This is an optimization exercise on Yosys and OpenROAD, whose aim is small area, a short achievable clock period and few clock cycles per item, not a production implementation.
Only simulation tests tie the RTL to the original design; equivalence was not proved.
Power figures rest on the tool's default switching activity, not on a simulated workload.

## flow/run.sh

```bash
#!/bin/bash
# synth_recipe.tcl (not shown) runs the flow's synth.tcl, then flattens the netlist and writes it again
# the make line also repeats each setting of config.mk as NAME=value (left out here)
make -C /OpenROAD-flow-scripts/flow DESIGN_CONFIG=/design/flow/config.mk WORK_HOME=/design/flow/orfs CLKGATE_MAP_FILE= SYNTH_SCRIPT=/design/flow/synth_recipe.tcl finish
```

## flow/config.mk

```make
export PLATFORM = sky130hd
export DESIGN_NAME = stack_operator_unit
export DESIGN_NICKNAME = stack_operator_unit
export VERILOG_FILES = /design/flow/design.v
export SDC_FILE = /design/flow/constraint.sdc
export NUM_CORES = 4
export LEC_CHECK = 0
export CAP_MARGIN = 20
export CORE_MARGIN = 2
export CORE_UTILIZATION = 25
export GPL_ROUTABILITY_DRIVEN = 1
export PLACE_DENSITY = 0.35
export SLEW_MARGIN = 20
```

## flow/design.v

```verilog
`timescale 1ns / 1ps
package sou_pkg;
    localparam int SOU_STACK_DEPTH = 64;
    typedef enum logic [4:0] {
        CMD_PUSH  = 5'd0,
        CMD_ADD   = 5'd1,
        CMD_SUB   = 5'd2,
        CMD_MUL   = 5'd3,
        CMD_DIV   = 5'd4,
        CMD_MOD   = 5'd5,
        CMD_EQ    = 5'd6,
        CMD_NEQ   = 5'd7,
        CMD_GT    = 5'd8,
        CMD_GE    = 5'd9,
        CMD_LT    = 5'd10,
        CMD_LE    = 5'd11,
        CMD_POP   = 5'd12,
        CMD_EXCH  = 5'd13,
        CMD_DUP   = 5'd14,
        CMD_INDEX = 5'd15,
        CMD_ROLL  = 5'd16
    } t_cmd;
    typedef enum logic [2:0] {
        ST_OK       = 3'd0,
        ST_UNDER    = 3'd1,
        ST_OVER     = 3'd2,
        ST_DIVZERO  = 3'd3,
        ST_BADCOUNT = 3'd4
    } t_status;
    typedef struct packed {
        logic [4:0]         command;
        logic signed [31:0] value;
    } t_in_word;
    typedef struct packed {
        logic [2:0]         status;
        logic signed [31:0] top_value;
        logic [6:0]         depth;
    } t_out_word;
    typedef enum logic [2:0] {
        DOP_HOLD    = 3'd0,
        DOP_SHIFTDN = 3'd1,
        DOP_SHIFTUP = 3'd2,
        DOP_UPLOAD  = 3'd3,
        DOP_LOAD0   = 3'd4,
        DOP_SWAP    = 3'd5,
        DOP_ROT     = 3'd6
    } t_data_op;
    typedef enum logic [1:0] {
        WOP_HOLD  = 2'd0,
        WOP_CLR   = 2'd1,
        WOP_SHIFT = 2'd2
    } t_win_op;
    typedef enum logic [1:0] {
        POP_HOLD  = 2'd0,
        POP_COPY  = 2'd1,
        POP_SHIFT = 2'd2
    } t_probe_op;
    typedef struct packed {
        t_data_op  data_op;
        t_win_op   win_op;
        t_probe_op probe_op;
    } t_cell_ctl;
endpackage
`timescale 1ns / 1ps
module sou_cell (
    input  logic        i_clk,
    input  sou_pkg::t_cell_ctl   i_ctl,
    input  logic        i_is_top,
    input  logic        i_is_second,
    input  logic [31:0] i_above_data,
    input  logic [31:0] i_below_data,
    input  logic [31:0] i_top_data,
    input  logic        i_above_win,
    input  logic        i_below_win,
    input  logic [31:0] i_below_probe,
    output logic [31:0] o_data,
    output logic        o_win,
    output logic [31:0] o_probe
);
    logic [31:0] r_data, n_data;
    logic        r_win, n_win;
    logic [31:0] r_probe, n_probe;
    always_comb begin
        n_data = r_data;
        case (i_ctl.data_op)
            sou_pkg::DOP_SHIFTDN: n_data = i_above_data;
            sou_pkg::DOP_SHIFTUP: n_data = i_below_data;
            sou_pkg::DOP_UPLOAD:  n_data = i_is_top ? i_above_data : i_below_data;
            sou_pkg::DOP_LOAD0:   if (i_is_top) n_data = i_above_data;
            sou_pkg::DOP_SWAP: begin
                if (i_is_top) n_data = i_below_data;
                else if (i_is_second) n_data = i_above_data;
            end
            sou_pkg::DOP_ROT: begin
                if (r_win) n_data = i_below_win ? i_below_data : i_top_data;
            end
            default: n_data = r_data;
        endcase
    end
    always_comb begin
        case (i_ctl.win_op)
            sou_pkg::WOP_CLR:   n_win = 1'b0;
            sou_pkg::WOP_SHIFT: n_win = i_above_win;
            default:   n_win = r_win;
        endcase
        case (i_ctl.probe_op)
            sou_pkg::POP_COPY:  n_probe = r_data;
            sou_pkg::POP_SHIFT: n_probe = i_below_probe;
            default:   n_probe = r_probe;
        endcase
    end
    always_ff @(posedge i_clk) begin
        r_data  <= n_data;
        r_win   <= n_win;
        r_probe <= n_probe;
    end
    assign o_data  = r_data;
    assign o_win   = r_win;
    assign o_probe = r_probe;
endmodule
`timescale 1ns / 1ps
module sou_div (
    input  logic        i_clk,
    input  logic        i_rst_n,
    input  logic        i_start,
    input  logic [31:0] i_dividend,
    input  logic [31:0] i_divisor,
    output logic        o_busy,
    output logic [31:0] o_quot,
    output logic [31:0] o_rem
);
    logic [31:0] r_q;
    logic [31:0] r_r;
    logic [31:0] r_d;
    logic [4:0]  r_step;
    logic        r_busy;
    logic        r_negq, r_negr;
    logic [32:0] c_trial;
    logic [32:0] c_diff;
    assign c_trial = {r_r, r_q[31]};
    assign c_diff  = c_trial - {1'b0, r_d};
    always_ff @(posedge i_clk) begin
        if (!i_rst_n) begin
            r_busy <= 1'b0;
            r_step <= '0;
        end else if (i_start) begin
            r_busy <= 1'b1;
            r_step <= '0;
        end else if (r_busy) begin
            r_step <= r_step + 5'd1;
            if (r_step == 5'd31) r_busy <= 1'b0;
        end
    end
    always_ff @(posedge i_clk) begin
        if (i_start) begin
            r_q    <= i_dividend[31] ? (32'd0 - i_dividend) : i_dividend;
            r_d    <= i_divisor[31] ? (32'd0 - i_divisor) : i_divisor;
            r_r    <= '0;
            r_negq <= i_dividend[31] ^ i_divisor[31];
            r_negr <= i_dividend[31];
        end else if (r_busy) begin
            if (!c_diff[32]) begin
                r_r <= c_diff[31:0];
                r_q <= {r_q[30:0], 1'b1};
            end else begin
                r_r <= c_trial[31:0];
                r_q <= {r_q[30:0], 1'b0};
            end
        end
    end
    assign o_busy = r_busy;
    assign o_quot = r_negq ? (32'd0 - r_q) : r_q;
    assign o_rem  = r_negr ? (32'd0 - r_r) : r_r;
endmodule
`timescale 1ns / 1ps
module stack_operator_unit #(
    parameter int STACK_DEPTH = sou_pkg::SOU_STACK_DEPTH
) (
    input  logic      i_clk,
    input  logic      i_rst_n,
    input  logic        i_in_valid,
    output logic        o_in_stall,
    input  logic [4:0]  i_in_cmd,
    input  logic [31:0] i_in_value,
    output logic        o_out_valid,
    input  logic        i_out_stall,
    output logic [2:0]  o_out_status,
    output logic [31:0] o_out_top,
    output logic [6:0]  o_out_depth
);
    localparam int CW = $clog2(STACK_DEPTH + 1);
    typedef enum logic [7:0] {
        S_IDLE  = 8'b0000_0001,
        S_EXEC  = 8'b0000_0010,
        S_ARITH = 8'b0000_0100,
        S_DIVW  = 8'b0000_1000,
        S_WB    = 8'b0001_0000,
        S_PROBE = 8'b0010_0000,
        S_ROLLP = 8'b0100_0000,
        S_ROT   = 8'b1000_0000
    } t_state;
    t_state      r_state, n_state;
    logic        r_fin, n_fin;
    logic [CW-1:0] r_cnt, n_cnt;
    logic [4:0]  r_cmd;
    logic [31:0] r_val;
    sou_pkg::t_status     r_stat, n_stat;
    logic [CW-1:0] r_k, n_k;
    logic [CW-1:0] r_n, n_n;
    logic        r_winf, n_winf;      
    logic [31:0] r_res, n_res;
    logic        r_ovalid;
    sou_pkg::t_out_word   r_oword;
    sou_pkg::t_cell_ctl   c_ctl;
    logic [31:0] c_ins;
    logic        c_div_start;
    logic [31:0] c_div_a, c_div_b;
    logic        w_div_busy;
    logic [31:0] w_quot, w_rem;
    logic [31:0] c_rmod;
    logic [31:0] w_data  [STACK_DEPTH];
    logic        w_win   [STACK_DEPTH];
    logic [31:0] w_probe [STACK_DEPTH];
    logic [31:0] c_top, c_sec;
    logic        c_out_free;
    assign c_top      = w_data[0];
    assign c_sec      = w_data[1];
    assign c_out_free = !r_ovalid || !i_out_stall;
    assign o_in_stall = (r_state != S_IDLE) || r_fin;
    assign c_rmod = w_rem[31] ? (w_rem + 32'(r_n)) : w_rem;
    for (genvar gi = 0; gi < STACK_DEPTH; gi++) begin : g_cell
        logic [31:0] w_above, w_below, w_below_probe;
        logic        w_above_win, w_below_win;
        if (gi == 0) begin : g_first
            assign w_above     = c_ins;
            assign w_above_win = 1'b1;
        end else begin : g_mid
            assign w_above     = w_data[gi-1];
            assign w_above_win = w_win[gi-1];
        end
        if (gi == STACK_DEPTH - 1) begin : g_last
            assign w_below       = '0;
            assign w_below_win   = 1'b0;
            assign w_below_probe = '0;
        end else begin : g_inner
            assign w_below       = w_data[gi+1];
            assign w_below_win   = w_win[gi+1];
            assign w_below_probe = w_probe[gi+1];
        end
        sou_cell u_cell (
            .i_clk        (i_clk),
            .i_ctl        (c_ctl),
            .i_is_top     (gi == 0),
            .i_is_second  (gi == 1),
            .i_above_data (w_above),
            .i_below_data (w_below),
            .i_top_data   (c_top),
            .i_above_win  (w_above_win),
            .i_below_win  (w_below_win),
            .i_below_probe(w_below_probe),
            .o_data       (w_data[gi]),
            .o_win        (w_win[gi]),
            .o_probe      (w_probe[gi])
        );
    end
    sou_div u_div (
        .i_clk     (i_clk),
        .i_rst_n   (i_rst_n),
        .i_start   (c_div_start),
        .i_dividend(c_div_a),
        .i_divisor (c_div_b),
        .o_busy    (w_div_busy),
        .o_quot    (w_quot),
        .o_rem     (w_rem)
    );
    always_comb begin
        n_state     = r_state;
        n_fin       = r_fin;
        n_cnt       = r_cnt;
        n_stat      = r_stat;
        n_k         = r_k;
        n_n         = r_n;
        n_winf      = r_winf;
        n_res       = r_res;
        c_ctl.data_op  = sou_pkg::DOP_HOLD;
        c_ctl.win_op   = sou_pkg::WOP_HOLD;
        c_ctl.probe_op = sou_pkg::POP_HOLD;
        c_ins       = r_res;
        c_div_start = 1'b0;
        c_div_a     = c_sec;
        c_div_b     = c_top;
        unique case (r_state)
            S_IDLE: begin
                if (r_fin && c_out_free) n_fin = 1'b0;
                else if (!r_fin && i_in_valid) begin
                    n_state = S_EXEC;
                    n_stat  = sou_pkg::ST_OK;
                end
            end
            S_EXEC: begin
                n_state = S_IDLE;
                n_fin   = 1'b1;
                case (r_cmd)
                    sou_pkg::CMD_PUSH: begin
                        if (r_cnt >= CW'(STACK_DEPTH)) n_stat = sou_pkg::ST_OVER;
                        else begin
                            c_ins         = r_val;
                            c_ctl.data_op = sou_pkg::DOP_SHIFTDN;
                            n_cnt         = r_cnt + 1'b1;
                        end
                    end
                    sou_pkg::CMD_ADD, sou_pkg::CMD_SUB, sou_pkg::CMD_MUL, sou_pkg::CMD_EQ, sou_pkg::CMD_NEQ,
                    sou_pkg::CMD_GT, sou_pkg::CMD_GE, sou_pkg::CMD_LT, sou_pkg::CMD_LE: begin
                        if (r_cnt < CW'(2)) n_stat = sou_pkg::ST_UNDER;
                        else begin
                            n_state = S_ARITH;
                            n_fin   = 1'b0;
                        end
                    end
                    sou_pkg::CMD_DIV, sou_pkg::CMD_MOD: begin
                        if (r_cnt < CW'(2)) n_stat = sou_pkg::ST_UNDER;
                        else if (c_top == 32'd0) n_stat = sou_pkg::ST_DIVZERO;
                        else begin
                            c_div_start = 1'b1;
                            n_state     = S_DIVW;
                            n_fin       = 1'b0;
                        end
                    end
                    sou_pkg::CMD_POP: begin
                        if (r_cnt < CW'(1)) n_stat = sou_pkg::ST_UNDER;
                        else begin
                            c_ctl.data_op = sou_pkg::DOP_SHIFTUP;
                            n_cnt         = r_cnt - 1'b1;
                        end
                    end
                    sou_pkg::CMD_EXCH: begin
                        if (r_cnt < CW'(2)) n_stat = sou_pkg::ST_UNDER;
                        else c_ctl.data_op = sou_pkg::DOP_SWAP;
                    end
                    sou_pkg::CMD_DUP: begin
                        if (r_cnt < CW'(1)) n_stat = sou_pkg::ST_UNDER;
                        else if (r_cnt >= CW'(STACK_DEPTH)) n_stat = sou_pkg::ST_OVER;
                        else begin
                            c_ins         = c_top;
                            c_ctl.data_op = sou_pkg::DOP_SHIFTDN;
                            n_cnt         = r_cnt + 1'b1;
                        end
                    end
                    sou_pkg::CMD_INDEX: begin
                        if (r_cnt < CW'(1)) n_stat = sou_pkg::ST_UNDER;
                        else if (c_top[31]) n_stat = sou_pkg::ST_BADCOUNT;
                        else if (c_top >= 32'(r_cnt - 1'b1)) n_stat = sou_pkg::ST_UNDER;
                        else begin
                            c_ctl.probe_op = sou_pkg::POP_COPY;
                            n_k            = CW'(c_top) + 1'b1;
                            n_state        = S_PROBE;
                            n_fin          = 1'b0;
                        end
                    end
                    sou_pkg::CMD_ROLL: begin
                        if (r_cnt < CW'(2)) n_stat = sou_pkg::ST_UNDER;
                        else if (c_sec[31]) n_stat = sou_pkg::ST_BADCOUNT;
                        else if (c_sec > 32'(r_cnt - CW'(2))) n_stat = sou_pkg::ST_UNDER;
                        else begin
                            n_res         = c_top;         
                            n_n           = CW'(c_sec);    
                            c_ctl.data_op = sou_pkg::DOP_SHIFTUP;
                            c_ctl.win_op  = sou_pkg::WOP_CLR;
                            n_cnt         = r_cnt - 1'b1;
                            n_state       = S_ROLLP;
                            n_fin         = 1'b0;
                        end
                    end
                    default: n_stat = sou_pkg::ST_OK;
                endcase
            end
            S_ARITH: begin
                n_state = S_WB;
                case (r_cmd)
                    sou_pkg::CMD_ADD: n_res = c_sec + c_top;
                    sou_pkg::CMD_SUB: n_res = c_sec - c_top;
                    sou_pkg::CMD_MUL: n_res = c_sec * c_top;
                    sou_pkg::CMD_EQ:  n_res = 32'(c_sec == c_top);
                    sou_pkg::CMD_NEQ: n_res = 32'(c_sec != c_top);
                    sou_pkg::CMD_GT:  n_res = 32'($signed(c_sec) > $signed(c_top));
                    sou_pkg::CMD_GE:  n_res = 32'($signed(c_sec) >= $signed(c_top));
                    sou_pkg::CMD_LT:  n_res = 32'($signed(c_sec) < $signed(c_top));
                    default: n_res = 32'($signed(c_sec) <= $signed(c_top));
                endcase
            end
            S_DIVW: begin
                if (!w_div_busy) begin
                    n_res   = (r_cmd == sou_pkg::CMD_MOD) ? w_rem : w_quot;
                    n_state = S_WB;
                end
            end
            S_WB: begin
                c_ins         = r_res;
                c_ctl.data_op = sou_pkg::DOP_UPLOAD;
                n_cnt         = r_cnt - 1'b1;
                n_state       = S_IDLE;
                n_fin         = 1'b1;
            end
            S_PROBE: begin
                if (r_k == '0) begin
                    c_ins         = w_probe[0];
                    c_ctl.data_op = sou_pkg::DOP_LOAD0;
                    n_state       = S_IDLE;
                    n_fin         = 1'b1;
                end else begin
                    c_ctl.probe_op = sou_pkg::POP_SHIFT;
                    n_k            = r_k - 1'b1;
                end
            end
            S_ROLLP: begin
                if (!r_winf) begin
                    c_ctl.data_op = sou_pkg::DOP_SHIFTUP;
                    n_cnt         = r_cnt - 1'b1;
                    if (r_n == '0) begin
                        n_state = S_IDLE;
                        n_fin   = 1'b1;
                    end else begin
                        c_div_start = 1'b1;
                        c_div_a     = r_res;
                        c_div_b     = 32'(r_n);
                        n_k         = r_n;
                        n_winf      = 1'b1;
                    end
                end else begin
                    if (r_k != '0) begin
                        c_ctl.win_op = sou_pkg::WOP_SHIFT;
                        n_k          = r_k - 1'b1;
                    end else if (!w_div_busy) begin
                        n_k     = CW'(c_rmod);
                        n_winf  = 1'b0;
                        n_state = S_ROT;
                    end
                end
            end
            S_ROT: begin
                if (r_k == '0) begin
                    n_state = S_IDLE;
                    n_fin   = 1'b1;
                end else begin
                    c_ctl.data_op = sou_pkg::DOP_ROT;
                    n_k           = r_k - 1'b1;
                end
            end
            default: n_state = S_IDLE;
        endcase
    end
    always_ff @(posedge i_clk) begin
        if (!i_rst_n) begin
            r_state  <= S_IDLE;
            r_fin    <= 1'b0;
            r_cnt    <= '0;
            r_winf   <= 1'b0;
            r_ovalid <= 1'b0;
        end else begin
            r_state <= n_state;
            r_fin   <= n_fin;
            r_cnt   <= n_cnt;
            r_winf  <= n_winf;
            if (r_state == S_IDLE && r_fin && c_out_free) r_ovalid <= 1'b1;
            else if (!i_out_stall) r_ovalid <= 1'b0;
        end
    end
    always_ff @(posedge i_clk) begin
        r_stat <= n_stat;
        r_k    <= n_k;
        r_n    <= n_n;
        r_res  <= n_res;
        if (r_state == S_IDLE && !r_fin && i_in_valid) begin
            r_cmd <= i_in_cmd;
            r_val <= i_in_value;
        end
        if (r_state == S_IDLE && r_fin && c_out_free) begin
            r_oword.status    <= r_stat;
            r_oword.top_value <= (r_cnt != '0) ? c_top : 32'd0;
            r_oword.depth     <= 7'(r_cnt);
        end
    end
    assign o_out_valid = r_ovalid;
    assign o_out_status = r_oword.status;
    assign o_out_top    = r_oword.top_value;
    assign o_out_depth  = r_oword.depth;
endmodule
```

## flow/constraint.sdc

```tcl
create_clock -name core_clock -period 10.0 [get_ports {i_clk}]
set_input_delay 2.0000 -clock core_clock [delete_from_list [all_inputs] [get_ports {i_clk}]]
set_output_delay 2.0000 -clock core_clock [all_outputs]
set_load 0.01 [all_outputs]
```

==> impl_metrics.json <==
{
  "num_vias": 151000,
  "ctsResizeCount": 0,
  "cts.clk_slew.worst_paths_ps": 60,
  "cts_tree": "yes",
  "synth_edf_count": 4354,
  "antenna_found_initial": 58,
  "timing.rr.end": "r_res[31]",
  "synth_commonest_cells": "edfxtp_1, mux2_2, inv_1",
  "die-area_um2": 900000,
  "tightest_slew_ps": 1320,
  "ys_seq_area_share_pct": 59.1,
  "cpMostUsedCell": "fa_1",
  "wire_per_inst_um": 30.7,
  "cts_hold_buf": 0,
  "ir_drop_mv": 0.177,
  "final_antenna_net_count": 0,
  "max_freq_mhz": 115,
  "grtUsageTotal_pct": 19.7,
  "finalWirelength_um": 917000,
  "p_leak_nw": 92.0,
  "fp.dieH_um": 949,
  "start_kind": "register",
  "cts_made_buffers": 569,
  "final_nets": 18300,
  "synth_top_area_share_pct": 58.6,
  "min_from": "r_stat[2]",
  "fin_skew_ps": 104,
  "rows": 347,
  "dpl.cell_count": 28800,
  "r2r_slack_ps": 1310,
  "die_w_um": 949,
  "min_to": "r_oword[41]",
  "drc": 0,
  "crit_fanout": 11,
  "min_path_cells": 0,
  "clock_path_buffers": 4,
  "synth_seq_cells": 4410,
  "dr.pass1.iters": 7,
  "vias_per_cell": 5.06,
  "port_buffers": 84,
  "crit_family": "adder cells",
  "worstPathRequired_ps": 10840,
  "reg2reg_depth": 24,
  "reg2reg_from": "g_cell[0].u_cell.r_data[10]",
  "crit_buf_inv": 4,
  "hpwl_um": 604000,
  "coreArea_um2": 891000,
  "final_hold_viol_count": 0,
  "yosysMostFrequentCell": "edfxtp_1",
  "rsz0062_at_grt": "no",
  "fillers": 91400,
  "io_pins": 85,
  "syn2layout_area_growth_pct": 15.4,
  "yosysWarningCount": 6,
  "clock-sinks": 4410,
  "synth_cells": 17700,
  "crit_type": "reg2reg",
  "synth.largest_area_cell": "edfxtp_1",
  "post_cts_buffers": 0,
  "maxSlewViolCount": 0,
  "finalCritPeriodShare_pct": 86.9,
  "path_cells": "ha_1 -> inv_1 -> fa_1 -> inv_1 -> fa_1 -> fa_1 -> inv_1 -> fa_1 -> inv_1 -> fa_1 -> fa_1 -> fa_1 -> fa_1 -> ha_1 -> a21o_1 -> a21o_1 -> a21o_1 -> a21oi_1 -> o221ai_1 -> o21ai_0 -> nand2_1 -> xnor2_1 -> o221ai_1 -> a221o_1",
  "initial_core_util_pct": 25.0,
  "max_stage_delay_ps": 960,
  "ys_types": 92,
  "outcome": "timing/DRC/antenna clean",
  "syn_area_um2": 223000,
  "grt_max_degree": 139,
  "fin_tns_setup_ps": 0,
  "arrival_ps": 9530,
  "synthFlopType": "edfxtp_1",
  "avgSynthCellArea_um2": 12.6,
  "htreeDepth": 6,
  "final_cells": 29900,
  "max_slew_margin_pct": 9.75,
  "drv_cap": 0,
  "clkLatencyLatePin_ps": 1150,
  "layout_min_cycle_time_ps": 8690,
  "slowest_stage": "edfxtp_1",
  "p_per_area_nw_per_um2": 160,
  "grt_pass1_vias": 158000,
  "grt_pass1_wl_um": 1290000,
  "drt_iter0_drc": 14200,
  "crit_path_end_kind": "register",
  "hp-class": "reg2reg",
  "synth_area_leaders": "edfxtp_1, mux2_2, a22oi_1",
  "root_buffer": "clkbuf_16",
  "setup_violations": 0,
  "overflow": 0,
  "async_flop_share_pct": 0,
  "drive_gt1_share_pct": 19.0,
  "gp_congestion": 0.874,
  "synthesis.nets": 18400
}
[routing by layer]
layer	vias to the layer above	part of all wire (%)	track usage (%)
li1	65400	-	-
met1	80500	47	28.4
met2	4154	46	31.6
met3	1013	4.7	2.33
met4	4	2.5	4.46
met5	-	0.0025	0
[power breakdown]
group / switching, W / total, W / internal (W) / leakage, nW
sequential: 0.000203 / 0.0203 / 0.0201 / 39.5
clock: 0.00871 / 0.0197 / 0.0110 / 8.38
combinational: 0.000653 / 0.00106 / 0.000404 / 44.1
total: 0.00956 / 0.0411 / 0.0316 / 92.0
[registers in the layout, summed over array words and instances, names as in the netlist]
signal / flops
g_cell.u_cell.r_data: 2048
r_winf: 1
g_cell.u_cell.r_win: 64
r_fin: 1
u_div.r_step: 5
r_stat: 3
r_state: 8
r_oword: 42
g_cell.u_cell.r_probe: 2048
u_div.r_busy: 1
r_k: 7
r_ovalid: 1
u_div.r_q: 32
u_div.r_negq: 1
r_cmd: 5
u_div.r_r: 32
u_div.r_d: 32
r_val: 32
r_res: 32
r_cnt: 7
r_n: 7
u_div.r_negr: 1
[final cells by class]
cell class	instances	area, um^2	share of cell area [%]
diodes	10	25.0	0.00972
flip-flops and latches	4410	132000	51.2
inverters	1833	6890	2.68
repair buffers	654	6270	2.43
well taps	11900	14800	5.77
clock buffers	748	15200	5.89
multi-input cells	10100	80300	31.2
clock inverters	262	2120	0.825
[through the flow]
step	hold WS, ps	worst slack [ps]	cell area (um^2)	total power [W]	util (%)
after global placement	479	1190	240000	0.0218	26.9
after detailed placement	474	1220	240000	0.0218	26.9
final	482	1310	257000	0.0411	28.9
after floorplan	403	-24890	223000	0.0213	-
after global routing	508	1060	257000	0.0426	28.9
after CTS	472	1130	257000	0.0418	28.9
[cells in the final DEF, fill, tap and decap left out, drive strengths merged, types with 22 or more instances in the layout]
| master | count |
|---|---|
| a221oi | 39 |
| xnor2 | 180 |
| a22o | 488 |
| nand2b | 37 |
| and2 | 75 |
| ha | 304 |
| nand4 | 30 |
| nor4 | 25 |
| nand2 | 747 |
| mux2i | 70 |
| o211ai | 28 |
| inv | 1850 |
| edfxtp | 4354 |
| o22ai | 49 |
| o21ai | 1801 |
| xor2 | 97 |
| clkinv | 229 |
| dfxtp | 56 |
| a21o | 668 |
| a21oi | 413 |
| a211oi | 40 |
| o31ai | 43 |
| a222oi | 34 |
| nor2 | 763 |
| or3 | 32 |
| nand3 | 52 |
| mux2 | 1889 |
| clkdlybuf4s50 | 84 |
| fa | 412 |
| buf | 569 |
| o41ai | 22 |
| clkbuf | 749 |
| nor2b | 75 |
| a22oi | 1308 |
| nor3 | 68 |
[cell families after synthesis]
logic type	synth area share, %
AOI/OAI and AO/OA	15.2
xor gates and xnor gates	1.09
adders and majority gates	5.40
buffers and inverters	5.49
DFF	59.1
muxes	9.85
and+or+nand+nor	3.93
[worst max-delay path by stage]
| stage | from | end | slack (ps) | depth (start not counted) |
|---|---|---|---|---|
| 6_report | g_cell[0].u_cell.r_data[10] | r_res[31] | 1310 | 24 |
| 2_1_floorplan | r_cnt[2] | g_cell[0].u_cell.r_probe[0] | -24890 | 19 |
| 4_1_cts | g_cell[0].u_cell.r_data[15] | r_res[31] | 1130 | 22 |
| 5_1_grt | g_cell[0].u_cell.r_data[5] | r_res[31] | 1060 | 23 |
| 3_3_place_gp | g_cell[0].u_cell.r_data[15] | r_res[31] | 1190 | 22 |
| 3_5_place_dp | g_cell[0].u_cell.r_data[15] | r_res[31] | 1220 | 22 |
[worst register-to-register path: cells and delay by family, from the launching register on]
family                   cells  cell delay [ps]
adder cells (fa/ha/maj)     10             4420
AO/OA/AOI/OAI                8             2290
flip-flops                   1              960
XOR/XNOR                     1              420
buffers and inverters        4              270
AND/OR/NAND/NOR              1               90
Testbench counts, summed over its fixed seeds: cycles 95,699, items 12,000.

## static timing again, ports no longer ideal
Ports are ideal in the flow. The routed layout listed here was re-timed in OpenROAD.
Step 1, drivers: a clkbuf_16 drives i_clk and a buf_2 each remaining input, both assumed.
Step 2 adds t to the input delays and takes it off the output delays; t is the mean of the earliest and latest rising clock arrival at the registers after step 1. Input paths then give back, and output paths get back, about the clock's delay inside the block.
Three values: ideal ports, drivers, drivers and shift; two values: the first two.
shift t [ns]: 1.233
setup slack, ns: 1.310 / 1.310 / 1.310
clock arrival spread, ns: 0.103 / 0.104
After both steps setup and hold are still met in this run. For this run, drivers alone change the setup slack by 0.000 ns; drivers and shift together by 0.000 ns.
